This design comes from an exercise in tuning for small area on the open sky130 flow, not from production work.
Only simulation tests tie the RTL to the original design; equivalence was not proved.
Power is estimated from default activity; no workload was simulated. The clock port is modelled as an ideal driver; clocking choices that lean on that would not hold on a real chip.

### design/flow/design.v
module register_file #(
  parameter int                    DATA_WIDTH     = 32,
  parameter int                    ADDR_WIDTH     = 5,
  parameter logic [DATA_WIDTH-1:0] SP_RESET_VALUE = 32'h0000_03FC
) (
  input  logic                  clk,
  input  logic                  reset,
  input  logic                  RegWrite,
  input  logic [ADDR_WIDTH-1:0] WriteRegister,
  input  logic [DATA_WIDTH-1:0] WriteData,
  input  logic [ADDR_WIDTH-1:0] ReadRegister1,
  input  logic [ADDR_WIDTH-1:0] ReadRegister2,
  output logic [DATA_WIDTH-1:0] ReadData1,
  output logic [DATA_WIDTH-1:0] ReadData2
);
  localparam int DEPTH    = 2 ** ADDR_WIDTH;
  localparam int SP_INDEX = 29;
  logic [DEPTH-1:0][DATA_WIDTH-1:0] regs_q;
  logic                  wr_en;
  assign wr_en = RegWrite && (WriteRegister != '0);
  always_ff @(posedge clk) begin
    if (reset) begin
      for (int i = 0; i < DEPTH; i++) begin
        regs_q[i] <= (i == SP_INDEX) ? SP_RESET_VALUE : '0;
      end
    end else if (wr_en) begin
      regs_q[WriteRegister] <= WriteData;
    end
  end
  always_comb begin
    ReadData1 = (ReadRegister1 == '0) ? '0 : regs_q[ReadRegister1];
    ReadData2 = (ReadRegister2 == '0) ? '0 : regs_q[ReadRegister2];
  end
endmodule
### design/flow/constraint.sdc
create_clock -name core_clock -period 8.0 [get_ports {clk}]
set_input_delay 1.6000 -clock core_clock [delete_from_list [all_inputs] [get_ports {clk}]]
set_output_delay 1.6000 -clock core_clock [all_outputs]
set_load 0.01 [all_outputs]
### design/flow/run.sh
#!/bin/bash
# synth_recipe.tcl (not shown) runs the flow's synth.tcl, then flattens the netlist and writes it again
# the make line also repeats each setting of config.mk as NAME=value (left out here)
make -C /OpenROAD-flow-scripts/flow DESIGN_CONFIG=/design/flow/config.mk WORK_HOME=/design/flow/orfs CLKGATE_MAP_FILE= SYNTH_SCRIPT=/design/flow/synth_recipe.tcl finish
### design/flow/config.mk
export PLATFORM = sky130hd
export DESIGN_NAME = register_file
export DESIGN_NICKNAME = register_file
export VERILOG_FILES = /design/flow/design.v
export SDC_FILE = /design/flow/constraint.sdc
export NUM_CORES = 4
export LEC_CHECK = 0
export CAP_MARGIN = 20
export CORE_MARGIN = 2
export CORE_UTILIZATION = 40
export SLEW_MARGIN = 20
==> reports/results.md, run 1 <==
## Power and ir drop
- 0.098 — logic gate share of total power
- 0.449 — relative contribution of sequential cells to total power
- 3010 uW — switching power
- 0.261 — Sw Ratio
- 0.0217 uW — static leakage
- 0.153 mV — peak supply drop
- 0.454 — clock network power share
- 8530 uW — cell internal pwr
- 196 nW/um^2 — power density relative to cell area

## Setup path
- input pin to primary output — start-to-end type of the worst setup path
- regs_q[717] — r2r startpoint
- 4 — Buf+Inv Stages, Crit Path
- 7 — count of cell instances traversed by the critical path
- 24 — Max Fanout on Critical Path
- clkdlybuf4s50_1 -> nand2_2 -> buf_4 -> a211oi_1 -> nor4_1 -> buf_4 -> clkdlybuf4s50_1 — crit path cell chain
- 920 ps — delay contributed by the slowest stage of the critical path
- simple AND/OR/NAND/NOR gates — gate family responsible for the most delay along the worst path
- 7240 ps — worst reg2reg setup slack
- 2 — count of cells along the worst register-to-register path
- primary output — critical path endpoint category
- sky130_fd_sc_hd__nand2_2 — slowest library cell on the worst path
- input pin — crit path launch type
- 5270 ps — worst path arrival time
- regs_q[717] — Crit Reg-Reg Endpoint
- 6400 ps — WP data required

## CTS
- 109 — number of clock buffers inserted by TritonCTS
- 730 ps — clock latency on the worst-skew pair
- 0 — CTS resizes
- 60 ps — Clk pin slew, worst setup/hold paths
- 3 — CTS H-tree lvls
- sky130_fd_sc_hd__clkbuf_16 — root buffer cell
- done — TritonCTS clock tree
- 3 — clock buffer depth
- 0 — # hold bufs at CTS
- 1024 — clock net sink count
- 0 — Post-CTS Repair Setup Buffers

## Place
- 122000 um — HPWL after DPL
- 0.880 — routability congestion estimate
- 113 — number of I/O port buffers
- 55100 um^2 — area of placed instances
- 6961 — Cells after DPL
- 1130 ps — worst setup slack before clock tree synthesis

## Global route
- 42300 — vias in the first global route
- 11 — antenna violations before repair
- 0 — total congestion overflow after global routing
- 0.294 — combined global-route utilization of all metal layers
- 222 — maximum number of pins on one net before global-route repair
- 296000 um — first-pass GRT wire length

## STA
- 0.858 — crit share post-route
- 465 ps — hold_ws
- 6870 ps — fin crit period
- 0 ps — final clock skew
- 0 — Final Hold Violating Endpoints
- 0 ps — setup TNS after final layout
- false — unrepaired setup endpoints after global routing
- 1130 ps — smallest setup slack after layout
- 146 MHz — Peak Freq
- 0 — final setup violation count
- 1190 ps — transition time of the tightest slew-check pin
- 0 — number of max-slew violations in the final report
- 0.205 — Rel. slew slack

## Synth
- 1 — Synthesis Warnings
- 1024 — number of synthesized register bits
- sky130_fd_sc_hd__dfxtp_1 — main flop type after synthesis
- 5508 — number of instances in the synthesized netlist
- 0.389 — fraction of the yosys area taken by sequential cells
- 52700 um^2 — post-synthesis instance area
- 0 — asr flop ratio synth
- 0.147 — simple-gate portion of the synthesized area
- multiplexers — largest family of logic cells by synthesized area
- 0.309 — share of synthesized area spent on multiplexers
- 5560 — Post-Synthesis Net Count
- 63 — count of unique library cells instantiated by Yosys
- 0.102 — post-synthesis compound-gate area fraction
- 0.000688 — post-synthesis xor/xnor area fraction
- 9.57 um^2 — average size of a mapped cell
- 0 — Post-synth EDFFs
- 0.000475 — arithmetic-cell share of the synthesized area counting full adders, half adders and majority gates

## Hold path
- regs_q[479] — hold wc startpoint
- flip-flop to flip-flop — worst min path class
- regs_q[479] — hold-critical path endpoint
- 2 — Hold Path Cell Cnt

## Cells and area
- 11.5% — relative area change from synthesis to final layout
- 7165 — number of non-filler instances in the completed layout
- 5370 — final net count
- regs_q — Reg with most FFs
- 12500 — total of fill cells in the finished design
- sky130_fd_sc_hd__nand2_1 — most common cell after layout, fill and taps aside
- 1024 — number of flip-flops under the largest register name
- sky130_fd_sc_hd__nand2_1 (1131), sky130_fd_sc_hd__dfxtp_1 (1024), sky130_fd_sc_hd__mux2i_1 (686) — most frequent cells in the layout
- 58700 um^2 — Finished Cell Area
- regs_q x1024 — biggest regs
- 0.164 — share of cells above drive strength 1

## Status
- no timing/DRC/antenna violations — status

## Die
- 367 um — Die Wd
- 133 — number of placement rows
- 0.402 — initial standard-cell utilization of the core
- 131000 um^2 — CORE AREA
- 367 um — Die Span Y
- 135000 um^2 — Die Footprint
- 114 — number of top-level pins

## Detailed routing
- 0 — DRC viols
- 28.5 um — WL/cell
- 6 — number of detailed-route iterations in the first pass
- 6.29 — post-detailed-route via-to-cell ratio
- 0 — number of routed nets with antenna violations
- 45000 — total vias in the final route
- 6379 — drt initial violations
- 204000 um — Post-Route WL

## Flow run
- 0 — count of max-cap constraint violations

==> kinds of logic after synthesis <==
kind of cell | count (synthesis)
buffers and inverters | 595
XOR/XNOR | 2
multiplexers | 1142
AND/OR/NAND/NOR | 1866
adder cells (fa/ha/maj) | 2
flip-flops | 1024
AO/OA/AOI/OAI | 877
==> per-layer routing <==
| layer | vias up | wire length, um | share of wire | global-route usage |
|---|---|---|---|---|
| met1 | 22500 | 82200 | 0.40 | 0.405 |
| li1 | 19200 | - | - | - |
| met3 | 517 | 23300 | 0.11 | 0.0650 |
| met4 | 8 | 8980 | 0.044 | 0.119 |
| met5 | - | 51 | 0.00025 | 0 |
| met2 | 2851 | 89800 | 0.44 | 0.447 |
==> worst max path at each step <==
| stage | from | end | slack [ps] |
|---|---|---|---|
| detailed placement | ReadRegister1[1] | ReadData1[4] | 1130 |
| finish | ReadRegister1[4] | ReadData1[4] | 1130 |
| global placement | ReadRegister2[3] | ReadData2[25] | 1150 |
| CTS | ReadRegister1[1] | ReadData1[4] | 1130 |
| global route | ReadRegister1[1] | ReadData1[4] | 1040 |
| floorplan | ReadRegister2[0] | ReadData2[10] | 3020 |
==> layout make-up <==
class | instances | area [um^2] | share of cell area
clock buffer | 165 | 3200 | 0.0545
sequential | 1024 | 20500 | 0.349
antenna | 2 | 5.00 | 0.0000852
multi-input combinational | 3889 | 29700 | 0.506
clock inverter | 36 | 410 | 0.00699
timing repair buffer | 289 | 2670 | 0.0454
inverter | 5 | 18.8 | 0.000319
tap | 1755 | 2200 | 0.0374
==> Yosys cell counts (3+ instances only) <==
library cell                count  area (um^2)
sky130_fd_sc_hd__a2111oi_0     25          219
sky130_fd_sc_hd__nand4bb_1      3         33.8
sky130_fd_sc_hd__dfxtp_1     1024        20500
sky130_fd_sc_hd__nor3_1        21          105
sky130_fd_sc_hd__a21oi_1      556         2780
sky130_fd_sc_hd__and2_1         8         50.1
sky130_fd_sc_hd__buf_2        154          771
sky130_fd_sc_hd__buf_6         18          203
sky130_fd_sc_hd__a311oi_1       6         52.6
sky130_fd_sc_hd__buf_1         19         71.3
sky130_fd_sc_hd__a211oi_1      73          548
sky130_fd_sc_hd__nor2_1       478         1790
sky130_fd_sc_hd__mux4_2       382         8600
sky130_fd_sc_hd__nand2_1     1141         4280
sky130_fd_sc_hd__or4b_1         4         40.0
sky130_fd_sc_hd__buf_4         39          293
sky130_fd_sc_hd__nand3_1       19         95.1
sky130_fd_sc_hd__mux2_2        74          833
sky130_fd_sc_hd__a221o_1       32          320
sky130_fd_sc_hd__clkbuf_1     360         1350
sky130_fd_sc_hd__inv_1          5         18.8
sky130_fd_sc_hd__o22ai_1       56          350
sky130_fd_sc_hd__nand3b_1      12         90.1
sky130_fd_sc_hd__a22o_1        77          674
sky130_fd_sc_hd__nand2b_1      19          119
sky130_fd_sc_hd__a221oi_1       8         70.1
sky130_fd_sc_hd__mux2i_1      686         6870
sky130_fd_sc_hd__nor4b_1        3         26.3
sky130_fd_sc_hd__and3_1         8         50.1
sky130_fd_sc_hd__nor4_1        35          219
sky130_fd_sc_hd__nor2b_1       90          563
sky130_fd_sc_hd__a22oi_1       10         75.1
sky130_fd_sc_hd__nor2_4         3         33.8
sky130_fd_sc_hd__o221ai_1      22          193
sky130_fd_sc_hd__nor4_4         3         63.8
==> power by group through the flow <==
stage / logic [uW] / registers (uW) / clock network, uW
CTS: 1100 / 5170 / 5260
floorplan: 669 / 5270 / 0
finish: 1130 / 5180 / 5240
detailed placement: 1100 / 5290 / 0
global placement: 1090 / 5290 / 0
global route: 1160 / 5180 / 5480
==> metrics by stage <==
step / power (uW) / utilization
floorplan: 5940 / -
global placement: 6380 / 0.421
detailed placement: 6380 / 0.420
CTS: 11500 / 0.448
global route: 11800 / 0.448
finish: 11500 / 0.448
==> worst reg2reg max path: stages, from the launching register on <==
cell and delay, ps:
sky130_fd_sc_hd__dfxtp_1 460, sky130_fd_sc_hd__nand2_1 80, sky130_fd_sc_hd__a21oi_1 140
==> run 2: changes to the inputs <==
==> design/flow/design.v (replaced) <==
module rf_aoi222 (
  input  logic a1, a2, b1, b2, c1, c2,
  output logic y
);
  assign y = ~((a1 & a2) | (b1 & b2) | (c1 & c2));
endmodule
module rf_nand2 (
  input  logic a, b,
  output logic y
);
  assign y = ~(a & b);
endmodule
module rf_nand4 (
  input  logic a, b, c, d,
  output logic y
);
  assign y = ~(a & b & c & d);
endmodule
module rf_nand3 (
  input  logic a, b, c,
  output logic y
);
  assign y = ~(a & b & c);
endmodule
module rf_or3 (
  input  logic a, b, c,
  output logic y
);
  assign y = a | b | c;
endmodule
module rf_read_bit (
  input  logic [31:1] sel,
  input  logic [31:1] d,
  output logic        y
);
  logic [10:0] n;
  for (genvar g = 0; g < 10; g++) begin : g_aoi
    rf_aoi222 u (.a1(sel[3*g+1]), .a2(d[3*g+1]),
                 .b1(sel[3*g+2]), .b2(d[3*g+2]),
                 .c1(sel[3*g+3]), .c2(d[3*g+3]), .y(n[g]));
  end
  rf_nand2 u_last (.a(sel[31]), .b(d[31]), .y(n[10]));
  logic [2:0] p;
  rf_nand4 u_p0 (.a(n[0]), .b(n[1]), .c(n[2]),  .d(n[3]), .y(p[0]));
  rf_nand4 u_p1 (.a(n[4]), .b(n[5]), .c(n[6]),  .d(n[7]), .y(p[1]));
  rf_nand3 u_p2 (.a(n[8]), .b(n[9]), .c(n[10]), .y(p[2]));
  rf_or3   u_o  (.a(p[0]), .b(p[1]), .c(p[2]), .y(y));
endmodule
module register_file #(
  parameter int                    DATA_WIDTH     = 32,
  parameter int                    ADDR_WIDTH     = 5,
  parameter logic [DATA_WIDTH-1:0] SP_RESET_VALUE = 32'h0000_03FC
) (
  input  logic                  clk,
  input  logic                  reset,
  input  logic                  RegWrite,
  input  logic [ADDR_WIDTH-1:0] WriteRegister,
  input  logic [DATA_WIDTH-1:0] WriteData,
  input  logic [ADDR_WIDTH-1:0] ReadRegister1,
  input  logic [ADDR_WIDTH-1:0] ReadRegister2,
  output logic [DATA_WIDTH-1:0] ReadData1,
  output logic [DATA_WIDTH-1:0] ReadData2
);
  localparam int DEPTH    = 2 ** ADDR_WIDTH;
  localparam int SP_INDEX = 29;
  logic [DEPTH-1:1][DATA_WIDTH-1:0] regs_q;
  logic [DATA_WIDTH-1:0] wd_plain;
  logic [DATA_WIDTH-1:0] wd_sp;
  assign wd_plain = reset ? '0 : WriteData;
  assign wd_sp    = reset ? SP_RESET_VALUE : WriteData;
  for (genvar i = 1; i < DEPTH; i++) begin : g_row
    logic en;
    assign en = reset | (RegWrite & (WriteRegister == ADDR_WIDTH'(i)));
    always_ff @(posedge clk) begin
      if (en) regs_q[i] <= (i == SP_INDEX) ? wd_sp : wd_plain;
    end
  end
  logic [DEPTH-1:1] sel1, sel2;
  for (genvar i = 1; i < DEPTH; i++) begin : g_sel
    assign sel1[i] = (ReadRegister1 == ADDR_WIDTH'(i));
    assign sel2[i] = (ReadRegister2 == ADDR_WIDTH'(i));
  end
  for (genvar b = 0; b < DATA_WIDTH; b++) begin : g_bit
    logic [DEPTH-1:1] col;
    for (genvar i = 1; i < DEPTH; i++) begin : g_col
      assign col[i] = regs_q[i][b];
    end
    rf_read_bit u_r1 (.sel(sel1), .d(col), .y(ReadData1[b]));
    rf_read_bit u_r2 (.sel(sel2), .d(col), .y(ReadData2[b]));
  end
endmodule
--- a/design/flow/config.mk
+++ b/design/flow/config.mk
@@ -11 +11,3 @@
 export SLEW_MARGIN = 20
+export SYNTH_HIERARCHICAL = 1
+export SYNTH_MINIMUM_KEEP_SIZE = 0
==> run 2 against run 1 <==
Compared with the run above: still clean; critical path depth unchanged; first-iteration DRC count increased by 29%; flip-flop and latch count is 32 lower; cell count decreased by 46%; die area down 25%; critical path type unchanged.
==> reports/results.md, run 2 <==
## Die
- 114 — number of top-level pins, unchanged
- 317 um — Die Span Y, was 367 um
- 97000 um^2 — CORE AREA, was 131000 um^2
- 101000 um^2 — Die Footprint, was 135000 um^2
- 0.404 — initial standard-cell utilization of the core, was 0.402
- 114 — number of placement rows, was 133
- 317 um — Die Wd, was 367 um

## Synth
- sky130_fd_sc_hd__edfxtp_1 — dominant cell by count in the synthesized netlist, was sky130_fd_sc_hd__nand2_1
- sky130_fd_sc_hd__edfxtp_1 — cell type with the highest aggregate area in the netlist, was sky130_fd_sc_hd__dfxtp_1
- 39200 um^2 — post-synthesis instance area, was 52700 um^2
- sky130_fd_sc_hd__edfxtp_1 — main flop type after synthesis, was sky130_fd_sc_hd__dfxtp_1
- 0.759 — area share of the leading cell type in the synthesized netlist, was 0.389
- 992 — number of synthesized register bits, was 1024
- 992 — Post-synth EDFFs, was 0
- sky130_fd_sc_hd__edfxtp_1 (76%), sky130_fd_sc_hd__a222oi_1 (16%), sky130_fd_sc_hd__nand4_1 (2.1%), sky130_fd_sc_hd__or3_1 (1.1%), sky130_fd_sc_hd__nor2b_1 (0.92%) — ranking of synthesized cells by area, was sky130_fd_sc_hd__dfxtp_1 (39%), sky130_fd_sc_hd__mux4_2 (16%), sky130_fd_sc_hd__mux2i_1 (13%), sky130_fd_sc_hd__nand2_1 (8.1%), sky130_fd_sc_hd__a21oi_1 (5.3%)
- 2168 — number of instances in the synthesized netlist, was 5508
- sky130_fd_sc_hd__edfxtp_1 (992), sky130_fd_sc_hd__a222oi_1 (640), sky130_fd_sc_hd__nand4_1 (129) — Synth top cells by count, was sky130_fd_sc_hd__nand2_1 (1141), sky130_fd_sc_hd__dfxtp_1 (1024), sky130_fd_sc_hd__mux2i_1 (686)
- 18.1 um^2 — average size of a mapped cell, was 9.57 um^2
- 0 — asr flop ratio synth, unchanged
- 24 — count of unique library cells instantiated by Yosys, was 63
- 2218 — Post-Synthesis Net Count, was 5560
- 0.759 — fraction of the yosys area taken by sequential cells, was 0.389
- 7 — Synthesis Warnings, was 1

## Global route
- 0.306 — combined global-route utilization of all metal layers, was 0.294
- 5 — antenna violations before repair, was 11
- 53 — maximum number of pins on one net before global-route repair, was 222
- 0 — total congestion overflow after global routing, unchanged
- 216000 um — first-pass GRT wire length, was 296000 um
- 28800 — vias in the first global route, was 42300

## Cells and area
- 29800 um^2 — Register Area, was 20500 um^2
- sky130_fd_sc_hd__edfxtp_1 (992), sky130_fd_sc_hd__a222oi_1 (640), sky130_fd_sc_hd__nand4_1 (129) — most frequent cells in the layout, was sky130_fd_sc_hd__nand2_1 (1131), sky130_fd_sc_hd__dfxtp_1 (1024), sky130_fd_sc_hd__mux2i_1 (686)
- 0 — antenna diode count, was 2
- 0.161 — share of cells above drive strength 1, was 0.164
- 7989 — total of fill cells in the finished design, was 12500
- regs_q x992 — biggest regs, was regs_q x1024
- 20.2% — relative area change from synthesis to final layout, was 11.5%
- sky130_fd_sc_hd__edfxtp_1 — most common cell after layout, fill and taps aside, was sky130_fd_sc_hd__nand2_1
- 10100 um^2 — area of the multi-input gates, was 29700 um^2
- regs_q — Reg with most FFs, unchanged
- 992 — number of flip-flops under the largest register name, was 1024
- 2555 — final net count, was 5370

## Place
- 113 — number of I/O port buffers, unchanged
- 92600 um — HPWL after DPL, was 122000 um
- 0.884 — routability congestion estimate, was 0.880

## CTS
- 100 — number of clock buffers inserted by TritonCTS, was 109
- 0 — # hold bufs at CTS, unchanged
- 992 — clock net sink count, was 1024
- 3 — clock buffer depth, unchanged
- 3 — CTS H-tree lvls, unchanged
- sky130_fd_sc_hd__clkbuf_16 — root buffer cell, unchanged
- 0 — CTS resizes, unchanged
- done — TritonCTS clock tree, unchanged
- 60 ps — Clk pin slew, worst setup/hold paths, about the same
- 0 — Post-CTS Repair Setup Buffers, unchanged

## STA
- 0 ps — setup TNS after final layout, unchanged
- 141 MHz — Peak Freq, was 146 MHz
- 7110 ps — fin crit period, was 6870 ps
- 1560 ps — hold_ws, was 465 ps
- 0 — number of max-slew violations in the final report, unchanged
- 0 — final setup violation count, unchanged
- 1110 ps — transition time of the tightest slew-check pin, was 1190 ps
- false — unrepaired setup endpoints after global routing, unchanged
- 0.888 — crit share post-route, was 0.858
- 0.259 — Rel. slew slack, was 0.205
- 0 — Final Hold Violating Endpoints, unchanged

## Detailed routing
- 0 — number of routed nets with antenna violations, unchanged
- 0 — DRC viols, unchanged
- 40.6 um — WL/cell, was 28.5 um
- 157000 um — Post-Route WL, was 204000 um
- 7.72 — post-detailed-route via-to-cell ratio, was 6.29
- 29800 — total vias in the final route, was 45000
- 8242 — drt initial violations, was 6379
- 22 — number of detailed-route iterations in the first pass, was 6

## Setup path
- sky130_fd_sc_hd__clkdlybuf4s50_1 — most used cell, CP
- clkdlybuf4s50_1 -> or3b_1 -> nor2_4 -> a222oi_1 -> nand4_1 -> or3_1 -> clkdlybuf4s50_1 — crit path cell chain, was clkdlybuf4s50_1 -> nand2_2 -> buf_4 -> a211oi_1 -> nor4_1 -> buf_4 -> clkdlybuf4s50_1
- simple AND/OR/NAND/NOR gates — gate family responsible for the most delay along the worst path, unchanged
- 930 ps — delay contributed by the slowest stage of the critical path, was 920 ps
- 2 — Buf+Inv Stages, Crit Path, was 4
- sky130_fd_sc_hd__clkdlybuf4s50_1 — slowest library cell on the worst path, was sky130_fd_sc_hd__nand2_2
- 21 — Max Fanout on Critical Path, was 24
- input pin to primary output — start-to-end type of the worst setup path, unchanged
- 5510 ps — worst path arrival time, was 5270 ps
- 6400 ps — WP data required, about the same
- primary output — critical path endpoint category, unchanged
- input pin — crit path launch type, unchanged

## Power and ir drop
- 256 nW/um^2 — power density relative to cell area, was 196 nW/um^2
- 0.0152 uW — static leakage, was 0.0217 uW
- 0.163 mV — peak supply drop, was 0.153 mV

## Status
- no timing/DRC/antenna violations — status, unchanged

## Hold path
- input pin to flip-flop — worst min path class, was flip-flop to flip-flop

## Flow run
- 0 — count of max-cap constraint violations, unchanged

[run 2: path summary, 6_finish.rpt]
kind,from,to,slack (ps),cells past startpoint
min,reset,regs_q[896],1560,2
max,ReadRegister2[0],ReadData2[28],890,7
[run 2: logic make-up after synthesis]
family,synth area share
compound gates,0.169
flops,0.759
simple gates,0.0693
buf+inv,0.00207
[run 2: final cells by class]
cell class,instances,share of cell area
Clock inverter,64,0.0119
Tap cell,1276,0.0338
Multi-Input combinational cell,1158,0.215
Clock buffer,122,0.0557
Timing Repair Buffer,253,0.0520
Sequential cell,992,0.631
[run 2: metrics by stage]
stage          total power (uW)  std cells  worst slack, ps  utilization  cell area (um^2)
3_3_place_gp               7490       3679             1160        0.452             43900
5_1_grt                   12400       3865              923        0.486             47200
4_1_cts                   12000       3865             1060        0.486             47100
3_5_place_dp               7530       3679             1110        0.453             43900
2_1_floorplan              6880       2168             2220            -             39200
6_report                  12100       3865              893        0.486             47200
[run 2: routing by layer]
metal	routed length (um)	track usage	vias up
met4	8610	0.134	6
met1	53400	0.401	14800
met5	36	0	-
met2	67000	0.457	3123
li1	-	-	11300
met3	28000	0.112	578
[run 2: where the power goes]
group | leakage, uW | internal (uW) | total (uW) | switching (uW)
combinational | 0.00404 | 329 | 1030 | 698
sequential | 0.00959 | 6230 | 6450 | 225
clock | 0.00155 | 2570 | 4590 | 2020
[run 2: Yosys stat by module (local to each module, per instance), excerpt]
module / area (um^2) / cells inside / flip-flops and latches / copies in the design
register_file: 31100 / 1208 / 992 / 1
rf_nand4: 6.26 / 1 / 0 / 128
rf_nand2: 3.75 / 1 / 0 / 64
rf_nand3: 5.00 / 1 / 0 / 64
rf_or3: 6.26 / 1 / 0 / 64
rf_aoi222: 10.0 / 1 / 0 / 640
==> run 3: changes to the inputs <==
==> design/flow/flow/run.sh (new file) <==
#!/bin/bash
# Standard layout with two changes: ports are buffered with the smallest
# buffer, and the clock tree uses clkbuf_16 over larger sink clusters with no
# dummy loads.
set -euo pipefail
export BUFFER_PORTS_ARGS="-buffer_cell sky130_fd_sc_hd__buf_1"
export CTS_ARGS="-sink_clustering_enable -repair_clock_nets -dont_use_dummy_load -buf_list sky130_fd_sc_hd__clkbuf_16 -sink_clustering_size 30 -sink_clustering_max_diameter 100"
bash standard.sh > standard.log 2>&1
==> design/flow/standard.sh (new file) <==
#!/bin/bash
# synth_recipe.tcl (not shown) runs the flow's synth.tcl, then flattens the netlist and writes it again
# the make line also repeats each setting of config.mk as NAME=value (left out here)
make -C /OpenROAD-flow-scripts/flow DESIGN_CONFIG=/design/flow/config.mk WORK_HOME=/design/flow/orfs CLKGATE_MAP_FILE= SYNTH_SCRIPT=/design/flow/synth_recipe.tcl "${@:-finish}"
removed: design/flow/run.sh
==> run 3 against run 2 <==
Compared with the run above: power fell by 19%; area after synthesis did not move; combinational power fell by 12%; non-clock buffer count fell by 42; global-route usage fell by 1.6 points; synthesized cell count did not move; setup slack improved by 580 ps; critical path depth rose by 1; design area fell by 7.2%; utilization fell by 3.5 points; flip-flop and latch count did not move; clock-buffer cell count fell by 83.
==> reports/results.md, run 3 <==
## Status
- no timing/DRC/antenna violations — status, unchanged

## Die
- 97000 um^2 — CORE AREA, unchanged
- 0.404 — initial standard-cell utilization of the core, unchanged
- 317 um — Die Span Y, unchanged
- 114 — number of placement rows, unchanged
- 317 um — Die Wd, unchanged
- 114 — number of top-level pins, unchanged
- 101000 um^2 — Die Footprint, unchanged

## Cells and area
- sky130_fd_sc_hd__edfxtp_1 (992), sky130_fd_sc_hd__a222oi_1 (640), sky130_fd_sc_hd__nand4_1 (129) — most frequent cells in the layout, unchanged
- 10100 um^2 — area of the multi-input gates, about the same
- sky130_fd_sc_hd__edfxtp_1 — most common cell after layout, fill and taps aside, unchanged
- regs_q — Reg with most FFs, unchanged
- 992 — number of flip-flops under the largest register name, unchanged
- 0.451 — share of the core filled with cells, was 0.486
- 8321 — total of fill cells in the finished design, was 7989
- 11.6% — relative area change from synthesis to final layout, was 20.2%
- 3680 — number of non-filler instances in the completed layout, was 3865
- 29800 um^2 — Register Area, unchanged
- 0.114 — share of cells above drive strength 1, was 0.161
- 2452 — final net count, was 2555
- regs_q x992 — biggest regs, unchanged

## Synth
- 39200 um^2 — post-synthesis instance area, unchanged
- 7 — Synthesis Warnings, unchanged
- 992 — number of synthesized register bits, unchanged
- sky130_fd_sc_hd__edfxtp_1 (992), sky130_fd_sc_hd__a222oi_1 (640), sky130_fd_sc_hd__nand4_1 (129) — Synth top cells by count, unchanged
- sky130_fd_sc_hd__edfxtp_1 — dominant cell by count in the synthesized netlist, unchanged
- 18.1 um^2 — average size of a mapped cell, unchanged
- 24 — count of unique library cells instantiated by Yosys, unchanged
- 0.759 — area share of the leading cell type in the synthesized netlist, unchanged
- sky130_fd_sc_hd__edfxtp_1 — cell type with the highest aggregate area in the netlist, unchanged
- sky130_fd_sc_hd__edfxtp_1 — main flop type after synthesis, unchanged
- 2218 — Post-Synthesis Net Count, unchanged
- sky130_fd_sc_hd__edfxtp_1 (76%), sky130_fd_sc_hd__a222oi_1 (16%), sky130_fd_sc_hd__nand4_1 (2.1%), sky130_fd_sc_hd__or3_1 (1.1%), sky130_fd_sc_hd__nor2b_1 (0.92%) — ranking of synthesized cells by area, unchanged
- 992 — Post-synth EDFFs, unchanged
- 0 — asr flop ratio synth, unchanged
- 0.759 — fraction of the yosys area taken by sequential cells, unchanged
- 2168 — number of instances in the synthesized netlist, unchanged

## Hold path
- input pin to flip-flop — worst min path class, unchanged

## STA
- 6530 ps — fin crit period, was 7110 ps
- 153 MHz — Peak Freq, was 141 MHz
- 0 — Final Hold Violating Endpoints, unchanged
- 0 — number of max-slew violations in the final report, unchanged
- 1270 ps — hold_ws, was 1560 ps
- 0 ps — setup TNS after final layout, unchanged
- false — unrepaired setup endpoints after global routing, unchanged
- 0 — final setup violation count, unchanged
- 1210 ps — transition time of the tightest slew-check pin, was 1110 ps
- 0.191 — Rel. slew slack, was 0.259
- 0.816 — crit share post-route, was 0.888
- 1470 ps — smallest setup slack after layout, was 893 ps

## Global route
- 0 — total congestion overflow after global routing, unchanged
- 13 — antenna violations before repair, was 5
- 27900 — vias in the first global route, was 28800
- 206000 um — first-pass GRT wire length, was 216000 um
- 0.289 — combined global-route utilization of all metal layers, was 0.306
- 53 — maximum number of pins on one net before global-route repair, unchanged

## Detailed routing
- 150000 um — Post-Route WL, was 157000 um
- 40.7 um — WL/cell, was 40.6 um
- 0 — number of routed nets with antenna violations, unchanged
- 8552 — drt initial violations, was 8242
- 13 — number of detailed-route iterations in the first pass, was 22
- 7.82 — post-detailed-route via-to-cell ratio, was 7.72
- 0 — DRC viols, unchanged
- 28800 — total vias in the final route, was 29800

## CTS
- 0 — # hold bufs at CTS, unchanged
- 0 — Post-CTS Repair Setup Buffers, unchanged
- done — TritonCTS clock tree, unchanged
- sky130_fd_sc_hd__clkbuf_16 — root buffer cell, unchanged
- 992 — clock net sink count, unchanged
- 0 — CTS resizes, unchanged
- 2 — CTS H-tree lvls, was 3
- 39 — number of clock buffers inserted by TritonCTS, was 100
- 110 ps — Clk pin slew, worst setup/hold paths, was 60 ps
- 3 — clock buffer depth, unchanged

## Setup path
- 6400 ps — WP data required, about the same
- primary output — critical path endpoint category, unchanged
- input pin to primary output — start-to-end type of the worst setup path, unchanged
- 17 — Max Fanout on Critical Path, was 21
- input pin — crit path launch type, unchanged
- 4930 ps — worst path arrival time, was 5510 ps

## Power and ir drop
- 222 nW/um^2 — power density relative to cell area, was 256 nW/um^2
- 0.0135 uW — static leakage, was 0.0152 uW
- 0.132 mV — peak supply drop, was 0.163 mV

## Place
- 0.941 — routability congestion estimate, was 0.884
- 86700 um — HPWL after DPL, was 92600 um
- 113 — number of I/O port buffers, unchanged
- 3637 — Cells after DPL, was 3679
- 1590 ps — worst setup slack before clock tree synthesis, was 1110 ps

## Flow run
- 0 — count of max-cap constraint violations, unchanged

[run 3: path summary, 6_finish.rpt]
check / start / end / slack (ps) / cells after the start
max: ReadRegister1[0] / ReadData1[2] / 1470 / 8
min: WriteData[8] / regs_q[904] / 1270 / 2
[run 3: area by class of cell]
| class | instances | area share |
|---|---|---|
| sequential | 992 | 0.681 |
| multi-input combinational | 1158 | 0.232 |
| tap | 1276 | 0.0365 |
| timing repair buffer | 211 | 0.0288 |
| clock buffer | 39 | 0.0223 |
| antenna | 4 | 0.000229 |
[run 3: worst max-delay path: stages]
cell and delay (ps):
sky130_fd_sc_hd__buf_1 610, sky130_fd_sc_hd__or3b_1 590, sky130_fd_sc_hd__nor3_4 840, sky130_fd_sc_hd__buf_4 460, sky130_fd_sc_hd__a222oi_1 170, sky130_fd_sc_hd__nand4_1 180, sky130_fd_sc_hd__or3_1 270, sky130_fd_sc_hd__buf_1 190
[run 3: routing by layer]
metal | global-route usage | wire length, um | part of all wire | vias up
met5 | 0 | 117 | 0.00078 | -
met4 | 0.132 | 7520 | 0.050 | 18
met3 | 0.0839 | 23900 | 0.16 | 452
met2 | 0.441 | 66400 | 0.44 | 2815
met1 | 0.385 | 51900 | 0.35 | 14500
li1 | - | - | - | 11000
[run 3: cells by family after synthesis]
kind of cell / count (synthesis) / share of synthesized area
AO/OA/AOI/OAI: 671 / 0.169
flip-flops: 992 / 0.759
AND/OR/NAND/NOR: 487 / 0.0693
buffers and inverters: 18 / 0.00207
[run 3: modules after synthesis (local to each module, per instance), excerpt]
| module | copies in the design | cell area (um^2) |
|---|---|---|
| register_file | 1 | 31100 |
| rf_nand2 | 64 | 3.75 |
| rf_aoi222 | 640 | 10.0 |
| rf_nand3 | 64 | 5.00 |
| rf_nand4 | 128 | 6.26 |
| rf_or3 | 64 | 6.26 |
[run 3: report_power, final]
part           switching, uW  total [uW]  internal, uW  leakage (uW)
combinational            687         911           224       0.00347
sequential               223        6440          6220       0.00959
clock                   1500        2390           886      0.000481
total                   2410        9730          7330        0.0135
[run 3: through the flow]
stage	power, uW	instance area (um^2)
after floorplan	6880	39200
after global placement	7370	42600
after detailed placement	7420	42700
after CTS	9690	43700
after global routing	9960	43800
final	9730	43800
==> run 4: changes to the inputs <==
--- a/design/flow/design.v
+++ b/design/flow/design.v
@@ -1 +1,7 @@
+module rf_oai22 (
+  input  logic a1, a2, b1, b2,
+  output logic y
+);
+  assign y = ~((a1 | a2) & (b1 | b2));
+endmodule
 module rf_aoi222 (
@@ -30,2 +36,8 @@
 endmodule
+module rf_xor2 (
+  input  logic a, b,
+  output logic y
+);
+  assign y = a ^ b;
+endmodule
 module rf_read_bit (
@@ -33,2 +45,3 @@
   input  logic [31:1] d,
+  input  logic        x,
   output logic        y
@@ -43,6 +56,8 @@
   logic [2:0] p;
-  rf_nand4 u_p0 (.a(n[0]), .b(n[1]), .c(n[2]),  .d(n[3]), .y(p[0]));
-  rf_nand4 u_p1 (.a(n[4]), .b(n[5]), .c(n[6]),  .d(n[7]), .y(p[1]));
-  rf_nand3 u_p2 (.a(n[8]), .b(n[9]), .c(n[10]), .y(p[2]));
-  rf_or3   u_o  (.a(p[0]), .b(p[1]), .c(p[2]), .y(y));
+  rf_nand4   u_p0 (.a(n[0]), .b(n[1]), .c(n[2]),  .d(n[3]), .y(p[0]));
+  rf_nand4   u_p1 (.a(n[4]), .b(n[5]), .c(n[6]),  .d(n[7]), .y(p[1]));
+  rf_nand3   u_p2 (.a(n[8]), .b(n[9]), .c(n[10]), .y(p[2]));
+  logic       o;
+  rf_or3     u_o  (.a(p[0]), .b(p[1]), .c(p[2]), .y(o));
+  rf_xor2    u_x  (.a(o), .b(x), .y(y));
 endmodule
@@ -65,13 +80,26 @@
   localparam int SP_INDEX = 29;
+  logic                             phase;
   logic [DEPTH-1:1][DATA_WIDTH-1:0] regs_q;
-  logic [DATA_WIDTH-1:0] wd_plain;
-  logic [DATA_WIDTH-1:0] wd_sp;
-  assign wd_plain = reset ? '0 : WriteData;
-  assign wd_sp    = reset ? SP_RESET_VALUE : WriteData;
+  logic [DEPTH-1:1][DATA_WIDTH-1:0] regs_d;
+  always_ff @(posedge clk) begin
+    if (reset) phase <= 1'b0;
+    else       phase <= ~phase;
+  end
+  logic [DATA_WIDTH-1:0] col_plain;
+  logic [DATA_WIDTH-1:0] col_sp;
+  assign col_plain = reset ? '1              : WriteData ^ {DATA_WIDTH{phase}};
+  assign col_sp    = reset ? ~SP_RESET_VALUE : WriteData ^ {DATA_WIDTH{phase}};
   for (genvar i = 1; i < DEPTH; i++) begin : g_row
-    logic en;
-    assign en = reset | (RegWrite & (WriteRegister == ADDR_WIDTH'(i)));
-    always_ff @(posedge clk) begin
-      if (en) regs_q[i] <= (i == SP_INDEX) ? wd_sp : wd_plain;
+    logic wr, hold;
+    assign wr   = reset | (RegWrite & (WriteRegister == ADDR_WIDTH'(i)));
+    assign hold = ~wr;
+    logic [DATA_WIDTH-1:0] col;
+    assign col = (i == SP_INDEX) ? col_sp : col_plain;
+    for (genvar b = 0; b < DATA_WIDTH; b++) begin : g_bit
+      rf_oai22 u_nx (.a1(regs_q[i][b]), .a2(wr), .b1(col[b]), .b2(hold),
+                     .y(regs_d[i][b]));
     end
+  end
+  always_ff @(posedge clk) begin
+    regs_q <= regs_d;
   end
@@ -82,2 +110,5 @@
   end
+  logic x1, x2;
+  assign x1 = phase & (ReadRegister1 != '0);
+  assign x2 = phase & (ReadRegister2 != '0);
   for (genvar b = 0; b < DATA_WIDTH; b++) begin : g_bit
@@ -87,4 +118,4 @@
     end
-    rf_read_bit u_r1 (.sel(sel1), .d(col), .y(ReadData1[b]));
-    rf_read_bit u_r2 (.sel(sel2), .d(col), .y(ReadData2[b]));
+    rf_read_bit u_r1 (.sel(sel1), .d(col), .x(x1), .y(ReadData1[b]));
+    rf_read_bit u_r2 (.sel(sel2), .d(col), .x(x2), .y(ReadData2[b]));
   end
==> design/flow/flow/run.sh (replaced) <==
#!/bin/bash
# Standard layout with two changes: ports are buffered with the smallest
# buffer, and the clock tree uses clkbuf_16 over larger sink clusters with no
# dummy loads.
set -euo pipefail
export BUFFER_PORTS_ARGS="-buffer_cell sky130_fd_sc_hd__buf_1"
export CTS_ARGS="-sink_clustering_enable -repair_clock_nets -dont_use_dummy_load -buf_list sky130_fd_sc_hd__clkbuf_16 -sink_clustering_size 25 -sink_clustering_max_diameter 80"
bash standard.sh > standard.log 2>&1
==> run 4 against run 3 <==
Compared with the run above: non-clock buffer count increased by 37; largest cell class unchanged; utilization increased by 0.77 points; sequential share of layout area decreased by 20 points; area after synthesis decreased by 7.1%.
==> reports/results.md, run 4 <==
## Status
- no timing/DRC/antenna violations — status, unchanged

## Synth
- 0 — asr flop ratio synth, unchanged
- 36500 um^2 — post-synthesis instance area, was 39200 um^2
- 7 — Synthesis Warnings, unchanged
- 31 — count of unique library cells instantiated by Yosys, was 24
- 993 — number of synthesized register bits, was 992
- sky130_fd_sc_hd__dfxtp_1 (993), sky130_fd_sc_hd__o22ai_1 (992), sky130_fd_sc_hd__a222oi_1 (640) — Synth top cells by count, was sky130_fd_sc_hd__edfxtp_1 (992), sky130_fd_sc_hd__a222oi_1 (640), sky130_fd_sc_hd__nand4_1 (129)
- 0 — Post-synth EDFFs, was 992
- 0.545 — fraction of the yosys area taken by sequential cells, was 0.759
- sky130_fd_sc_hd__dfxtp_1 — dominant cell by count in the synthesized netlist, was sky130_fd_sc_hd__edfxtp_1
- sky130_fd_sc_hd__dfxtp_1 — cell type with the highest aggregate area in the netlist, was sky130_fd_sc_hd__edfxtp_1
- 0.545 — area share of the leading cell type in the synthesized netlist, was 0.759
- 3332 — Post-Synthesis Net Count, was 2218
- sky130_fd_sc_hd__dfxtp_1 (55%), sky130_fd_sc_hd__a222oi_1 (18%), sky130_fd_sc_hd__o22ai_1 (17%), sky130_fd_sc_hd__nand4_1 (2.2%), sky130_fd_sc_hd__xor2_1 (1.5%) — ranking of synthesized cells by area, was sky130_fd_sc_hd__edfxtp_1 (76%), sky130_fd_sc_hd__a222oi_1 (16%), sky130_fd_sc_hd__nand4_1 (2.1%), sky130_fd_sc_hd__or3_1 (1.1%), sky130_fd_sc_hd__nor2b_1 (0.92%)
- 3282 — number of instances in the synthesized netlist, was 2168
- sky130_fd_sc_hd__dfxtp_1 — main flop type after synthesis, was sky130_fd_sc_hd__edfxtp_1
- 11.1 um^2 — average size of a mapped cell, was 18.1 um^2

## Die
- 0.404 — initial standard-cell utilization of the core, about the same
- 306 um — Die Span Y, was 317 um
- 90100 um^2 — CORE AREA, was 97000 um^2
- 110 — number of placement rows, was 114
- 306 um — Die Wd, was 317 um
- 93600 um^2 — Die Footprint, was 101000 um^2
- 114 — number of top-level pins, unchanged

## Power and ir drop
- 0.0142 uW — static leakage, was 0.0135 uW
- 254 nW/um^2 — power density relative to cell area, was 222 nW/um^2
- 3270 uW — switching power, was 2410 uW
- 10500 uW — Tot Pwr, was 9730 uW
- 0.157 mV — peak supply drop, was 0.132 mV
- 0.257 — clock network power share, was 0.245
- 0.577 — relative contribution of sequential cells to total power, was 0.661
- 7240 uW — cell internal pwr, was 7330 uW
- 0.166 — logic gate share of total power, was 0.094
- 0.311 — Sw Ratio, was 0.247

## STA
- 0 — Final Hold Violating Endpoints, unchanged
- 0.162 — Rel. slew slack, was 0.191
- 150 MHz — Peak Freq, was 153 MHz
- 51.2 ps — final clock skew
- 6680 ps — fin crit period, was 6530 ps
- 0 ps — setup TNS after final layout, unchanged
- 1250 ps — transition time of the tightest slew-check pin, was 1210 ps
- 0 — number of max-slew violations in the final report, unchanged
- 0 — final setup violation count, unchanged
- false — unrepaired setup endpoints after global routing, unchanged
- 0.834 — crit share post-route, was 0.816
- 471 ps — hold_ws, was 1270 ps

## Cells and area
- 41400 um^2 — Finished Cell Area, was 43800 um^2
- 3594 — final net count, was 2452
- 13.5% — relative area change from synthesis to final layout, was 11.6%
- 4725 — number of non-filler instances in the completed layout, was 3680
- 0.0850 — share of cells above drive strength 1, was 0.114
- regs_q x992, phase x1 — biggest regs, was regs_q x992
- sky130_fd_sc_hd__o22ai_1 (992), sky130_fd_sc_hd__dfxtp_1 (992), sky130_fd_sc_hd__a222oi_1 (640) — most frequent cells in the layout, was sky130_fd_sc_hd__edfxtp_1 (992), sky130_fd_sc_hd__a222oi_1 (640), sky130_fd_sc_hd__nand4_1 (129)
- regs_q — Reg with most FFs, unchanged
- 992 — number of flip-flops under the largest register name, unchanged

## Detailed routing
- 14 — number of detailed-route iterations in the first pass, was 13
- 0 — number of routed nets with antenna violations, unchanged
- 37.4 um — WL/cell, was 40.7 um
- 177000 um — Post-Route WL, was 150000 um
- 8894 — drt initial violations, was 8552
- 38000 — total vias in the final route, was 28800
- 8.05 — post-detailed-route via-to-cell ratio, was 7.82
- 0 — DRC viols, unchanged

## Setup path
- input pin — crit path launch type, unchanged
- buf_1 -> nand2b_1 -> nor2_2 -> buf_4 -> a222oi_1 -> nand3_1 -> or3_1 -> xor2_1 -> buf_1 — crit path cell chain, was buf_1 -> or3b_1 -> nor3_4 -> buf_4 -> a222oi_1 -> nand4_1 -> or3_1 -> buf_1
- sky130_fd_sc_hd__nand2b_1 — slowest library cell on the worst path, was sky130_fd_sc_hd__nor3_4
- 5080 ps — worst path arrival time, was 4930 ps
- 19 — Max Fanout on Critical Path, was 17
- 690 ps — delay contributed by the slowest stage of the critical path, was 840 ps
- primary output — critical path endpoint category, unchanged
- input pin to primary output — start-to-end type of the worst setup path, unchanged
- sky130_fd_sc_hd__buf_1 — most used cell, CP, unchanged
- 6400 ps — WP data required, about the same

## Global route
- 34900 — vias in the first global route, was 27900
- 18 — antenna violations before repair, was 13
- 0.358 — combined global-route utilization of all metal layers, was 0.289
- 249000 um — first-pass GRT wire length, was 206000 um
- 0 — total congestion overflow after global routing, unchanged
- 61 — maximum number of pins on one net before global-route repair, was 53

## CTS
- 48 — number of clock buffers inserted by TritonCTS, was 39
- 993 — clock net sink count, was 992
- sky130_fd_sc_hd__clkbuf_16 — root buffer cell, unchanged
- done — TritonCTS clock tree, unchanged
- 50 ps — Clk pin slew, worst setup/hold paths, was 110 ps
- 0 — Post-CTS Repair Setup Buffers, unchanged
- 0 — # hold bufs at CTS, unchanged
- 0 — CTS resizes, unchanged
- 3 — clock buffer depth, unchanged
- 670 ps — clock latency on the worst-skew pair
- 2 — CTS H-tree lvls, unchanged

## Flow run
- 0 — count of max-cap constraint violations, unchanged

## Place
- 4667 — Cells after DPL, was 3637
- 102000 um — HPWL after DPL, was 86700 um
- 40100 um^2 — area of placed instances, was 42700 um^2
- 0.935 — routability congestion estimate, was 0.941
- 113 — number of I/O port buffers, unchanged

## Hold path
- flip-flop to flip-flop — worst min path class, was input pin to flip-flop

==> run 4: cell count changes after synthesis, moves of 26 or more <==
| cell | previous run | this run |
|---|---|---|
| sky130_fd_sc_hd__nor2b_1 | 58 | 4 |
| sky130_fd_sc_hd__xor2_1 | 0 | 64 |
| sky130_fd_sc_hd__xnor2_1 | 0 | 32 |
| sky130_fd_sc_hd__edfxtp_1 | 992 | 0 |
| sky130_fd_sc_hd__nand2b_1 | 10 | 36 |
| sky130_fd_sc_hd__nor2_1 | 43 | 73 |
| sky130_fd_sc_hd__o22ai_1 | 0 | 992 |
| sky130_fd_sc_hd__dfxtp_1 | 0 | 993 |
==> run 4: kinds of logic (layout without fill, tap and decap cells) <==
kind of cell / Yosys count / in the layout / share of synthesized area
flops: 993 / 993 / 0.545
compound gates: 1696 / 1696 / 0.358
other cells: 0 / 7 / 0
xor+xnor: 96 / 96 / 0.0231
buf+inv: 36 / 296 / 0.00484
simple gates: 461 / 461 / 0.0692
==> run 4: worst max-delay path, delay by kind of cell <==
family | cells | cell delay [ps]
buffers and inverters | 3 | 770
AO/OA/AOI/OAI | 1 | 520
XOR/XNOR | 1 | 190
AND/OR/NAND/NOR | 4 | 1970
==> run 4: modules after synthesis, one instance, submodules excluded, a selection <==
| module | cells | times used |
|---|---|---|
| register_file | 1266 | 1 |
| rf_aoi222 | 1 | 640 |
| rf_nand2 | 1 | 64 |
| rf_nand3 | 1 | 64 |
| rf_nand4 | 1 | 128 |
| rf_oai22 | 1 | 992 |
| rf_or3 | 1 | 64 |
| rf_xor2 | 1 | 64 |
==> run 4: worst paths after layout <==
kind	startpoint	endpoint	slack, ps	cells after the start
max	ReadRegister1[2]	ReadData1[28]	1320	9
min	regs_q[910]	regs_q[910]	470	1
min reg2reg	regs_q[910]	regs_q[910]	470	1
max reg2reg	phase	regs_q[356]	5980	4
==> run 4: power by group through the flow <==
stage          sequential [uW]  clock, uW  combinational (uW)
2_1_floorplan             6030          0                 958
3_3_place_gp              6130          0                1620
3_5_place_dp              6150          0                1660
4_1_cts                   6040       2680                1660
5_1_grt                   6140       2840                1790
6_report                  6070       2690                1750
==> run 4: layer usage <==
layer / track usage / share of wire / routed length, um
met3: 0.137 / 0.16 / 28400
met1: 0.464 / 0.37 / 65200
met4: 0.199 / 0.067 / 11900
met2: 0.510 / 0.40 / 71300
met5: 0.00207 / 0.00044 / 78
==> run 4: metrics by stage <==
stage / setup slack [ps] / utilization
2_1_floorplan: 2530 / -
3_3_place_gp: 1600 / 0.443
3_5_place_dp: 1550 / 0.444
4_1_cts: 1530 / 0.458
5_1_grt: 1310 / 0.459
6_report: 1320 / 0.459
==> run 4: layout make-up <==
type                    instances  area (um^2)
repair buffers                248         1590
multi-input cells            2253        17200
well taps                    1176         1470
clock buffers                  48         1200
diodes                          7         17.5
flip-flops and latches        993        19900
fillers                      8511        48800
==> run 5: changes to the inputs <==
--- a/design/flow/config.mk
+++ b/design/flow/config.mk
@@ -9,3 +9,3 @@
 export CORE_MARGIN = 2
-export CORE_UTILIZATION = 40
+export CORE_UTILIZATION = 60
 export SLEW_MARGIN = 20
==> run 5 against run 4 <==
Compared with the run above: maximum frequency increased by 2.4%; combinational power hardly changed; routed wire length fell by 1.1%; still clean on timing, DRC and antenna; largest cell class unchanged; setup slack gained 160 ps; non-clock buffer count is 19 higher; hold slack better by 4.3 ps; clock-buffer cell count down 1; largest power group unchanged.
==> reports/results.md, run 5 <==
## Cells and area
- sky130_fd_sc_hd__o22ai_1 (992), sky130_fd_sc_hd__dfxtp_1 (992), sky130_fd_sc_hd__a222oi_1 (640) — most frequent cells in the layout, unchanged
- 3612 — final net count, was 3594
- 41000 um^2 — Finished Cell Area, was 41400 um^2
- 0.0893 — share of cells above drive strength 1, was 0.0850
- 4630 — total of fill cells in the finished design, was 8511
- 4353 — number of non-filler instances in the completed layout, was 4725
- 12.4% — relative area change from synthesis to final layout, was 13.5%
- regs_q x992, phase x1 — biggest regs, unchanged
- regs_q — Reg with most FFs, unchanged
- 0.680 — share of the core filled with cells, was 0.459
- 992 — number of flip-flops under the largest register name, unchanged

## Die
- 60200 um^2 — CORE AREA, was 90100 um^2
- 0.605 — initial standard-cell utilization of the core, was 0.404
- 90 — number of placement rows, was 110
- 250 um — Die Span Y, was 306 um
- 114 — number of top-level pins, unchanged
- 62700 um^2 — Die Footprint, was 93600 um^2
- 250 um — Die Wd, was 306 um

## Synth
- sky130_fd_sc_hd__dfxtp_1 (993), sky130_fd_sc_hd__o22ai_1 (992), sky130_fd_sc_hd__a222oi_1 (640) — Synth top cells by count, unchanged
- 31 — count of unique library cells instantiated by Yosys, unchanged
- 0.545 — area share of the leading cell type in the synthesized netlist, unchanged
- sky130_fd_sc_hd__dfxtp_1 — dominant cell by count in the synthesized netlist, unchanged
- 3332 — Post-Synthesis Net Count, unchanged
- 0 — Post-synth EDFFs, unchanged
- 7 — Synthesis Warnings, unchanged
- 993 — number of synthesized register bits, unchanged
- 11.1 um^2 — average size of a mapped cell, unchanged
- sky130_fd_sc_hd__dfxtp_1 — cell type with the highest aggregate area in the netlist, unchanged
- 3282 — number of instances in the synthesized netlist, unchanged
- 0 — asr flop ratio synth, unchanged
- 36500 um^2 — post-synthesis instance area, unchanged
- 0.545 — fraction of the yosys area taken by sequential cells, unchanged
- sky130_fd_sc_hd__dfxtp_1 (55%), sky130_fd_sc_hd__a222oi_1 (18%), sky130_fd_sc_hd__o22ai_1 (17%), sky130_fd_sc_hd__nand4_1 (2.2%), sky130_fd_sc_hd__xor2_1 (1.5%) — ranking of synthesized cells by area, unchanged
- sky130_fd_sc_hd__dfxtp_1 — main flop type after synthesis, unchanged

## STA
- 153 MHz — Peak Freq, was 150 MHz
- 0.153 — Rel. slew slack, was 0.162
- 6520 ps — fin crit period, was 6680 ps
- 0 — Final Hold Violating Endpoints, unchanged
- 64.0 ps — final clock skew, was 51.2 ps
- false — unrepaired setup endpoints after global routing, unchanged
- 0 — number of max-slew violations in the final report, unchanged
- 0 ps — setup TNS after final layout, unchanged
- 0.815 — crit share post-route, was 0.834
- 1270 ps — transition time of the tightest slew-check pin, was 1250 ps
- 0 — final setup violation count, unchanged

## Place
- 101000 um — HPWL after DPL, was 102000 um
- 113 — number of I/O port buffers, unchanged
- 39600 um^2 — area of placed instances, was 40100 um^2
- 4287 — Cells after DPL, was 4667
- 1.00 — routability congestion estimate, was 0.935

## Power and ir drop
- 7220 uW — cell internal pwr, was 7240 uW
- 0.582 — relative contribution of sequential cells to total power, was 0.577
- 0.310 — Sw Ratio, was 0.311
- 0.0143 uW — static leakage, was 0.0142 uW
- 256 nW/um^2 — power density relative to cell area, was 254 nW/um^2
- 0.167 — logic gate share of total power, was 0.166
- 3250 uW — switching power, was 3270 uW
- 0.251 — clock network power share, was 0.257
- 0.205 mV — peak supply drop, was 0.157 mV

## Setup path
- primary output — critical path endpoint category, unchanged
- 32 — Max Fanout on Critical Path, was 19
- phase — r2r startpoint, unchanged
- input pin — crit path launch type, unchanged
- input pin to primary output — start-to-end type of the worst setup path, unchanged
- ReadRegister2[2] — worst setup path startpoint, was ReadRegister1[2]
- 4920 ps — worst path arrival time, was 5080 ps
- 6400 ps — WP data required, about the same

## CTS
- 0 — CTS resizes, unchanged
- 3 — clock buffer depth, unchanged
- done — TritonCTS clock tree, unchanged
- 2 — CTS H-tree lvls, unchanged
- 0 — # hold bufs at CTS, unchanged
- sky130_fd_sc_hd__clkbuf_16 — root buffer cell, unchanged
- 47 — number of clock buffers inserted by TritonCTS, was 48
- 0 — Post-CTS Repair Setup Buffers, unchanged
- 80 ps — Clk pin slew, worst setup/hold paths, was 50 ps
- 650 ps — clock latency on the worst-skew pair, was 670 ps
- 993 — clock net sink count, unchanged

## Detailed routing
- 0 — number of routed nets with antenna violations, unchanged
- 9.21 — post-detailed-route via-to-cell ratio, was 8.05
- 175000 um — Post-Route WL, was 177000 um
- 40100 — total vias in the final route, was 38000
- 0 — DRC viols, unchanged
- 13 — number of detailed-route iterations in the first pass, was 14
- 10800 — drt initial violations, was 8894
- 40.2 um — WL/cell, was 37.4 um

## Hold path
- regs_q[978] — hold wc startpoint, was regs_q[910]
- flip-flop to flip-flop — worst min path class, unchanged

## Global route
- 64 — maximum number of pins on one net before global-route repair, was 61
- 248000 um — first-pass GRT wire length, was 249000 um
- 0 — total congestion overflow after global routing, unchanged
- 21 — antenna violations before repair, was 18
- 37700 — vias in the first global route, was 34900
- 0.528 — combined global-route utilization of all metal layers, was 0.358

## Status
- no timing/DRC/antenna violations — status, unchanged

## Flow run
- 0 — count of max-cap constraint violations, unchanged

-- run 5: cell types whose count changed in the layout (fill, tap and decap cells not counted), sizes merged --
cell | previous run | this run
buf | 247 | 266
diode | 7 | 11
clkbuf | 49 | 48
-- run 5: kinds of logic (layout without fill, tap and decap cells) --
logic type      after synthesis  after routing  share of synthesized area
xor+xnor                     96             96                     0.0231
buf+inv                      36            314                    0.00484
simple gates                461            461                     0.0692
compound gates             1696           1696                      0.358
flops                       993            993                      0.545
other cells                   0             11                          0
-- run 5: critical path, cell delays in order --
cell and delay (ps):
sky130_fd_sc_hd__buf_1 210, sky130_fd_sc_hd__nand3b_1 600, sky130_fd_sc_hd__nor2_4 1200, sky130_fd_sc_hd__a222oi_1 310, sky130_fd_sc_hd__nand4_1 400, sky130_fd_sc_hd__or3_1 250, sky130_fd_sc_hd__xor2_1 160, sky130_fd_sc_hd__buf_1 170
-- run 5: per-layer routing --
metal  track usage  up-vias  routed length (um)
met4         0.390       20               17100
li1              -    15600                   -
met5        0.0147        -                 261
met2         0.718     4479               66800
met3         0.262     1146               34800
met1         0.637    18900               56100
-- run 5: modules after synthesis, one instance, submodules excluded, a selection --
module / cells inside / flops+latches / copies in the design / area [um^2]
register_file: 1266 / 993 / 1 / 21500
rf_aoi222: 1 / 0 / 640 / 10.0
rf_nand2: 1 / 0 / 64 / 3.75
rf_nand3: 1 / 0 / 64 / 5.00
rf_nand4: 1 / 0 / 128 / 6.26
rf_oai22: 1 / 0 / 992 / 6.26
rf_or3: 1 / 0 / 64 / 6.26
rf_xor2: 1 / 0 / 64 / 8.76
-- run 5: area by class of cell --
| cell class | count | area [um^2] | share of cell area |
|---|---|---|---|
| diodes | 11 | 27.5 | 0.000672 |
| clock buffers | 47 | 1180 | 0.0287 |
| multi-input cells | 2253 | 17100 | 0.416 |
| flip-flops and latches | 993 | 19900 | 0.485 |
| well taps | 782 | 978 | 0.0239 |
| repair buffers | 267 | 1850 | 0.0452 |
-- run 5: power groups by stage --
stage | clock (uW) | sequential (uW) | combinational [uW]
2_1_floorplan | 0 | 6030 | 958
3_3_place_gp | 0 | 6120 | 1550
3_5_place_dp | 0 | 6170 | 1620
4_1_cts | 2600 | 6060 | 1620
5_1_grt | 2770 | 6150 | 1760
6_report | 2630 | 6100 | 1750
-- run 5: metrics by stage --
stage                     hold WS (ps)  power (uW)  setup slack, ps
final                              475       10500             1480
after global placement             449        7670             1840
after CTS                          471       10300             1760
after global routing               484       10700             1440
after floorplan                    442        6990             2530
after detailed placement           458        7790             1770
-- run 5: worst paths after layout --
path,end,slack (ps),depth (start not counted)
worst max-delay path,ReadData2[8],1480,8
worst min-delay path,regs_q[978],480,1
worst max register to register,regs_q[960],5650,5
worst min register to register,regs_q[978],480,1
==> run 6: changes to the inputs <==
==> design/flow/flow/run.sh (replaced) <==
#!/bin/bash
# Standard layout with three changes:
#  - ports are buffered with the smallest buffer;
#  - after placement, the buffers that repair_design inserted are removed and
#    the design is repaired again with buffers no larger than buf_2 (twice);
#  - the clock tree uses clkbuf_16 over larger sink clusters, no dummy loads.
set -euo pipefail
export BUFFER_PORTS_ARGS="-buffer_cell sky130_fd_sc_hd__buf_1"
export CTS_ARGS="-sink_clustering_enable -repair_clock_nets -dont_use_dummy_load -buf_list sky130_fd_sc_hd__clkbuf_16 -sink_clustering_size 25 -sink_clustering_max_diameter 80"
bash standard.sh place > place.log 2>&1
RES_DIR=$PWD/orfs/results/sky130hd/register_file/base REBUF_PASSES=2 \
  openroad -no_init -exit flow/rebuf.tcl > rebuf.log 2>&1
bash standard.sh > finish.log 2>&1
==> design/flow/flow/rebuf.tcl (new file) <==
# Re-run design repair on the placed design with the smaller buffers only:
# remove the buffers that repair inserted (port buffers stay), then repair
# max slew / max capacitance with buffers no larger than buf_2.
set P $::env(FLOW_HOME)/platforms/sky130hd
set R $::env(RES_DIR)
set slew_margin [expr {[info exists ::env(SLEW_MARGIN)] ? $::env(SLEW_MARGIN) : 20}]
set cap_margin [expr {[info exists ::env(CAP_MARGIN)] ? $::env(CAP_MARGIN) : 20}]
read_lef $P/lef/sky130_fd_sc_hd.tlef
read_lef $P/lef/sky130_fd_sc_hd_merged.lef
read_liberty $P/lib/sky130_fd_sc_hd__tt_025C_1v80.lib
read_db $R/3_place.odb
read_sdc $R/3_place.sdc
source $P/setRC.tcl
set_dont_use [get_lib_cells {sky130_fd_sc_hd__probe_p_8 sky130_fd_sc_hd__probec_p_8 sky130_fd_sc_hd__lpflow_* sky130_fd_sc_hd__buf_4 sky130_fd_sc_hd__buf_6 sky130_fd_sc_hd__buf_8 sky130_fd_sc_hd__buf_12 sky130_fd_sc_hd__buf_16 sky130_fd_sc_hd__clkbuf_* sky130_fd_sc_hd__bufbuf_* sky130_fd_sc_hd__clkdlybuf* sky130_fd_sc_hd__dlygate* sky130_fd_sc_hd__dlymetal*}]
estimate_parasitics -placement
puts "area before [expr [rsz::design_area]*1e12]"
set passes [expr {[info exists ::env(REBUF_PASSES)] ? $::env(REBUF_PASSES) : 2}]
for {set pass 0} {$pass < $passes} {incr pass} {
set block [ord::get_db_block]
set rm {}
foreach inst [$block getInsts] {
  set m [$inst getMaster]
  if {![regexp {__(buf|clkbuf)_[0-9]+$} [$m getName]]} { continue }
  set port 0
  foreach it [$inst getITerms] {
    set n [$it getNet]
    if {$n ne "NULL" && [llength [$n getBTerms]] > 0} { set port 1 }
  }
  if {!$port} { lappend rm [$inst getName] }
}
puts "removing [llength $rm] buffers"
remove_buffers [get_cells $rm]
puts "area after remove [expr [rsz::design_area]*1e12]"
repair_design -slew_margin $slew_margin -cap_margin $cap_margin
puts "area after repair [expr [rsz::design_area]*1e12]"
}
detailed_placement
check_placement -verbose
estimate_parasitics -placement
report_worst_slack -max
report_worst_slack -min
report_check_types -max_slew -max_capacitance -violators
write_db $R/3_place.odb
--- a/design/flow/config.mk
+++ b/design/flow/config.mk
@@ -9,3 +9,3 @@
 export CORE_MARGIN = 2
-export CORE_UTILIZATION = 60
+export CORE_UTILIZATION = 50
 export SLEW_MARGIN = 20
==> run 6 against run 5 <==
Compared with the run above: still clean on timing, DRC and antenna; maximum frequency rose by 2.9%; combinational power fell by 6%; design area fell by 1.6%; die area rose by 20%; hold slack got worse by 3.9 ps; highest routed layer unchanged.
==> reports/results.md, run 6 <==
## Synth
- 0 — Post-synth EDFFs, unchanged
- 11.1 um^2 — average size of a mapped cell, unchanged
- sky130_fd_sc_hd__dfxtp_1 (55%), sky130_fd_sc_hd__a222oi_1 (18%), sky130_fd_sc_hd__o22ai_1 (17%), sky130_fd_sc_hd__nand4_1 (2.2%), sky130_fd_sc_hd__xor2_1 (1.5%) — ranking of synthesized cells by area, unchanged
- 3332 — Post-Synthesis Net Count, unchanged
- 0 — asr flop ratio synth, unchanged
- 3282 — number of instances in the synthesized netlist, unchanged
- sky130_fd_sc_hd__dfxtp_1 — cell type with the highest aggregate area in the netlist, unchanged
- 31 — count of unique library cells instantiated by Yosys, unchanged
- sky130_fd_sc_hd__dfxtp_1 — dominant cell by count in the synthesized netlist, unchanged
- sky130_fd_sc_hd__dfxtp_1 — main flop type after synthesis, unchanged
- 0.545 — area share of the leading cell type in the synthesized netlist, unchanged
- 993 — number of synthesized register bits, unchanged
- 36500 um^2 — post-synthesis instance area, unchanged

## STA
- 19.0 ps — final clock skew, was 64.0 ps
- 0.792 — crit share post-route, was 0.815
- 0 — number of max-slew violations in the final report, unchanged
- 6330 ps — fin crit period, was 6520 ps
- 1270 ps — transition time of the tightest slew-check pin, about the same

## CTS
- 650 ps — clock latency on the worst-skew pair, about the same
- 0 — CTS resizes, unchanged
- 993 — clock net sink count, unchanged
- 3 — clock buffer depth, unchanged
- 2 — CTS H-tree lvls, unchanged
- 60 ps — Clk pin slew, worst setup/hold paths, was 80 ps
- 0 — # hold bufs at CTS, unchanged
- 48 — number of clock buffers inserted by TritonCTS, was 47
- done — TritonCTS clock tree, unchanged

## Setup path
- 21 — Max Fanout on Critical Path, was 32
- sky130_fd_sc_hd__buf_2 — most used cell, CP, was sky130_fd_sc_hd__buf_1
- 5470 ps — worst reg2reg setup slack, was 5650 ps
- 660 ps — delay contributed by the slowest stage of the critical path, was 1200 ps
- regs_q[245] — Crit Reg-Reg Endpoint, was regs_q[960]
- phase — r2r startpoint, unchanged
- 4730 ps — worst path arrival time, was 4920 ps
- 3 — count of cells along the worst register-to-register path, was 5
- nand2b_1 -> nor2_4 -> buf_2 -> buf_2 -> a222oi_1 -> nand4_1 -> or3_1 -> xor2_1 — crit path cell chain, was buf_1 -> nand3b_1 -> nor2_4 -> a222oi_1 -> nand4_1 -> or3_1 -> xor2_1 -> buf_1

## Power and ir drop
- 0.202 mV — peak supply drop, was 0.205 mV
- 258 nW/um^2 — power density relative to cell area, was 256 nW/um^2

## Detailed routing
- 0 — number of routed nets with antenna violations, unchanged
- 10900 — drt initial violations, was 10800
- 42.1 um — WL/cell, was 40.2 um
- 181000 um — Post-Route WL, was 175000 um
- 0 — DRC viols, unchanged
- 14 — number of detailed-route iterations in the first pass, was 13

## Cells and area
- 4315 — number of non-filler instances in the completed layout, was 4353
- sky130_fd_sc_hd__o22ai_1 (992), sky130_fd_sc_hd__dfxtp_1 (992), sky130_fd_sc_hd__a222oi_1 (640) — most frequent cells in the layout, unchanged
- 3407 — final net count, was 3612
- 992 — number of flip-flops under the largest register name, unchanged
- 19900 um^2 — Register Area, unchanged
- regs_q — Reg with most FFs, unchanged
- 0.555 — share of the core filled with cells, was 0.680
- 0.0832 — share of cells above drive strength 1, was 0.0893
- 17400 um^2 — area of the multi-input gates, was 17100 um^2

## Place
- 0.964 — routability congestion estimate, was 1.00
- 105000 um — HPWL after DPL, was 101000 um
- 113 — number of I/O port buffers, unchanged

## Die
- 274 um — Die Wd, was 250 um
- 0.502 — initial standard-cell utilization of the core, was 0.605
- 75100 um^2 — Die Footprint, was 62700 um^2
- 114 — number of top-level pins, unchanged
- 72600 um^2 — CORE AREA, was 60200 um^2
- 274 um — Die Span Y, was 250 um

## Global route
- 252000 um — first-pass GRT wire length, was 248000 um
- 104 — maximum number of pins on one net before global-route repair, was 64
- 36200 — vias in the first global route, was 37700
- 0.458 — combined global-route utilization of all metal layers, was 0.528
- 8 — antenna violations before repair, was 21

## Hold path
- regs_q[811] — hold-critical path endpoint, was regs_q[978]
- flip-flop to flip-flop — worst min path class, unchanged
- regs_q[811] — hold wc startpoint, was regs_q[978]

## Status
- no timing/DRC/antenna violations — status, unchanged

run 6: cell counts after synthesis:
No cell type changed its count.
run 6: worst max-delay path, delay by kind of cell:
kind                      cells  cell delay [ps]
AOI/OAI and AO/OA             1              390
xor gates and xnor gates      1              300
buffers and inverters         2              810
and+or+nand+nor               4             1600
run 6: cell families after synthesis:
kind of cell | synth area share
buf+inv | 0.00484
xor+xnor | 0.0231
flops | 0.545
simple gates | 0.0692
compound gates | 0.358
run 6: worst max-delay path by stage:
stage,from,to,slack (ps)
floorplan,ReadRegister1[4],ReadData1[0],2530
global placement,ReadRegister2[2],ReadData2[1],1610
detailed placement,ReadRegister2[2],ReadData2[31],1620
CTS,ReadRegister1[3],ReadData1[24],1900
global route,ReadRegister2[4],ReadData2[19],1700
finish,ReadRegister2[4],ReadData2[19],1670
run 6: per-layer routing:
layer	part of all wire	GRT usage	vias to the layer above
met5	0.000072	0	-
met4	0.079	0.318	2
met3	0.17	0.168	768
met2	0.40	0.632	3851
met1	0.36	0.591	18700
li1	-	-	15100
run 6: modules after synthesis (local to each module, per instance), excerpt:
module | cells inside | area [um^2] | flip-flops and latches | times used
rf_nand2 | 1 | 3.75 | 0 | 64
rf_xor2 | 1 | 8.76 | 0 | 64
rf_nand4 | 1 | 6.26 | 0 | 128
rf_nand3 | 1 | 5.00 | 0 | 64
rf_oai22 | 1 | 6.26 | 0 | 992
register_file | 1266 | 21500 | 993 | 1
rf_or3 | 1 | 6.26 | 0 | 64
rf_aoi222 | 1 | 10.0 | 0 | 640
run 6: metrics by stage:
step,power (uW),worst slack [ps],hold slack (ps),instance area [um^2]
after floorplan,6990,2530,442,36500
after global placement,7710,1610,449,39700
after detailed placement,7810,1620,459,39700
after CTS,10200,1900,471,39900
after global routing,10600,1700,488,40300
final,10400,1670,471,40300
run 6: power breakdown:
| group | switching, uW | internal [uW] | total [uW] | leakage (uW) |
|---|---|---|---|---|
| Sequential | 509 | 5580 | 6090 | 0.00836 |
| Clock | 1590 | 1070 | 2660 | 0.000592 |
| Combinational | 1120 | 523 | 1640 | 0.00478 |
| Total | 3210 | 7180 | 10400 | 0.0137 |
run 6: layout make-up:
class                           instances  share of cell area
Antenna cell                            1           0.0000621
Clock buffer                           48              0.0298
Timing Repair Buffer                   61              0.0152
Tap cell                              959              0.0298
Multi-Input combinational cell       2253               0.432
Sequential cell                       993               0.493

Re-timed with assumed drivers on the ports (clkbuf_16 on the clock, buf_2 on other inputs), run 6 has 1.558 ns of setup slack against 1.665 ns with ideal ports, and 1.558 ns once port delays also move by the mid clock arrival of 0.704 ns.
